From an optimization exercise on the open Yosys and OpenROAD flow, aimed at a short achievable clock period and few clock cycles per item; shortcuts taken in it are not production practice. Function was checked by simulation only, so behaviour that the tests miss may differ from the original.

==> inputs of build 29 <==
==> flow/design.v (excerpt) <==
module routex_source
#(
    parameter int LEN_W     = 32,
    parameter int HDR_CNT_W = 8
) (
    input  logic                 CLK,
    input  logic                 RST_N,
    input  logic                 START,
    output logic                 START_READY,
    input  logic [3:0]           DEST_NUM,
    input  logic [447:0]         DEST_IN,
    input  logic [HDR_CNT_W-1:0] HDR_NUM,
    input  logic [LEN_W-1:0]     PLD_LEN,
    input  logic [55:0]          HDR_IN,
    input  logic                 HDR_VALID,
    output logic                 HDR_READY,
    input  logic [511:0]         PLD_IN,
    input  logic                 PLD_VALID,
    output logic                 PLD_READY,
    output logic [511:0]         D,
    output logic                 D_VALID,
    output logic                 SOF,
    output logic                 EOF,
    output logic                 DONE
);
Settings: LEC_CHECK=0, ABC_CLOCK_PERIOD_IN_PS=2000, CAP_MARGIN=20, CORE_AREA=10 10 590 590, CTS_CLUSTER_DIAMETER=100, CTS_CLUSTER_SIZE=20, DIE_AREA=0 0 600 600, SETUP_SLACK_MARGIN=2.5, SLEW_MARGIN=20, TNS_END_PERCENT=5; clock period 5.0 ns.
standard.sh (not shown) runs the stock make flow with config.mk's settings and CLKGATE_MAP_FILE= SYNTH_SCRIPT=/design/flow/synth_recipe.tcl, a recipe that flattens the netlist after the stock synthesis.
==> flow/flow/run.sh <==
#!/bin/bash
# Standard ORFS layout, with one extra step between placement and CTS:
# flow/tweak.tcl pulls each output port's buffer next to its pin and the
# register driving it (with its enable logic) next to the buffer, then
# legalizes. Each tool's output goes to a log file of its own here.
set -euo pipefail
RES=orfs/results/${FLOW_PLATFORM}/routex_source/base
bash standard.sh place > std_place.log 2>&1
TWEAK_IN=$RES/3_place.odb TWEAK_OUT=$RES/3_place.odb \
    openroad -no_init -exit flow/tweak.tcl > tweak.log 2>&1
bash standard.sh finish > std_finish.log 2>&1
test -f out/final.def
==> flow/flow/tweak.tcl <==
# Pull each output port's buffer next to its pin, and the register that drives
# the buffer next to the buffer, then legalize. Runs between ORFS's place and
# cts steps on results/3_place.odb.
set odb_in  $::env(TWEAK_IN)
set odb_out $::env(TWEAK_OUT)
read_db $odb_in
set block [ord::get_db_block]
set core  [$block getCoreArea]
set cx0 [$core xMin]; set cy0 [$core yMin]; set cx1 [$core xMax]; set cy1 [$core yMax]

proc clamp {v lo hi} { expr {$v < $lo ? $lo : ($v > $hi ? $hi : $v)} }

# Driver instance of a net (first output iterm), or "" if none.
proc net_driver {net} {
  foreach it [$net getITerms] {
    if {[[$it getMTerm] getIoType] == "OUTPUT" && [[$it getMTerm] getSigType] == "SIGNAL"} { return [$it getInst] }
  }
  return ""
}

set moved 0
foreach bt [$block getBTerms] {
  if {[$bt getIoType] != "OUTPUT"} { continue }
  set net [$bt getNet]
  if {$net == "NULL"} { continue }
  set buf [net_driver $net]
  if {$buf == ""} { continue }
  set bb [$bt getBBox]
  set px [expr {([$bb xMin] + [$bb xMax]) / 2}]
  set py [expr {([$bb yMin] + [$bb yMax]) / 2}]
  set tx [clamp $px $cx0 [expr {$cx1 - 4000}]]
  set ty [clamp $py $cy0 [expr {$cy1 - 3000}]]
  $buf setLocation $tx $ty
  $buf setPlacementStatus PLACED
  incr moved
  # walk back through at most two single-fanout stages (buffers, then the register)
  set cur $buf
  for {set k 0} {$k < 2} {incr k} {
    set in ""
    foreach it [$cur getITerms] {
      if {[[$it getMTerm] getIoType] == "INPUT" && [[$it getMTerm] getSigType] == "SIGNAL"} { set in $it; break }
    }
    if {$in == ""} { break }
    set n2 [$in getNet]
    if {$n2 == "NULL"} { break }
    if {[llength [$n2 getITerms]] > 4} { break }
    set drv [net_driver $n2]
    if {$drv == ""} { break }
    $drv setLocation $tx $ty
    $drv setPlacementStatus PLACED
    incr moved
    set cur_prev $cur
    set cur $drv
    if {[regexp {__(e?dfx|dfr|dfs|dfb|edfx|sdf)} [[$drv getMaster] getName]]} {
      # also the register's own enable / reset logic: the gates its output
      # feeds back into, the gate driving its D input, and the gates that
      # drive only that one
      set local {}
      foreach it [[[$drv findITerm Q] getNet] getITerms] {
        set g [$it getInst]
        if {$g != $drv && $g != $cur_prev} { lappend local $g }
      }
      set n3 [[$drv findITerm D] getNet]
      if {$n3 != "NULL"} {
        set g [net_driver $n3]
        if {$g != "" && [llength [$n3 getITerms]] == 2} {
          lappend local $g
          foreach it [$g getITerms] {
            if {[[$it getMTerm] getIoType] != "INPUT" || [[$it getMTerm] getSigType] != "SIGNAL"} { continue }
            set n4 [$it getNet]
            if {$n4 == "NULL" || [llength [$n4 getITerms]] != 2} { continue }
            set g4 [net_driver $n4]
            if {$g4 != ""} { lappend local $g4 }
          }
        }
      }
      foreach g $local {
        if {[regexp {__(e?dfx|dfr|dfs|dfb|edfx|sdf)} [[$g getMaster] getName]]} { continue }
        $g setLocation $tx $ty
        $g setPlacementStatus PLACED
        incr moved
      }
      break
    }
  }
}
puts "tweak: moved $moved instances"
detailed_placement
check_placement -verbose
write_db $odb_out
==> build 94 (differences from build 29) <==
==> flow/run.sh (new file) <==
#!/bin/bash
# synth_recipe.tcl (not shown) runs the flow's synth.tcl, then flattens the netlist and writes it again
# the make line also repeats each setting of config.mk as NAME=value (left out here)
make -C /OpenROAD-flow-scripts/flow DESIGN_CONFIG=/design/flow/config.mk WORK_HOME=/design/flow/orfs CLKGATE_MAP_FILE= SYNTH_SCRIPT=/design/flow/synth_recipe.tcl finish
Settings changed: CTS_CLUSTER_DIAMETER 100 to not set, CTS_CLUSTER_SIZE 20 to not set.
removed: flow/flow/run.sh
removed: flow/flow/tweak.tcl
removed: flow/standard.sh
==> run summary <==
- Outcome: aborted with a tool error
- Last stage reached: 5_1_grt
- Stop err: [ERROR GRT-0116] Global routing finished with congestion. Check the congestion regions in the DRC Viewer.
- FF+latch count, synth: 5278
- Post-CTS setup repair buffer count: 67
- GRT met2 Usage: 0.623
- Total gr overflow: 1
- GR Util met1: 0.513
- All-layer global routing usage: 0.424
- First-pass GRT wire length: 1050 mm
- H-tree depth: 5
- Vias in the first global route: 132852
That was build 29.
==> run summary <==
- Outcome: finished clean
- Synth Area in Compound Gates: 0.0441
- FF+latch count, synth: 5278
- Clock Skews: 44.7 ps
- Synth Area per Inst: 17.0 sq um
- Critical Path Sink: asm_q[169]
- Nets: 15177
- First-pass GRT wire length: 966 mm
- GR Util met1: 0.493
- Hold bufs inserted after CTS: 0
- H-tree depth: 6
- All-layer global routing usage: 0.380
- Vias in the first global route: 121368
- Total gr overflow: 0
That was build 94.
Testbench counts of build 29, summed over its fixed seeds: cycles 29,398, frames 3,200.
Testbench counts of build 94, summed over its fixed seeds: cycles 29,398, frames 3,200.

what the ideal ports hide:
In the flow no input, the clock included, has a driving cell. The finished layout below was timed again as built, in two steps. Step 1 assumes that a clkbuf_16 drives the clock port and a buf_2 every other input. Step 2 times the ports against the registers' clock, not the clock port: input delays grow and output delays shrink by t, the midpoint of the rising clock arrivals with the driver on. a / b / c = no drivers / after step 1 / after step 2; a / b = the first two.
run: build 94
shift t [ns]: 1.154
setup slack, ns: 2.196 / 2.088 / 0.934
worst hold slack (ns): 0.361 / 0.268 / 0.436
worst setup path at the end: input to register
After both steps setup and hold are still met in build 94. For build 94, drivers alone change the setup slack by -0.108 ns; drivers and shift together by -1.262 ns.
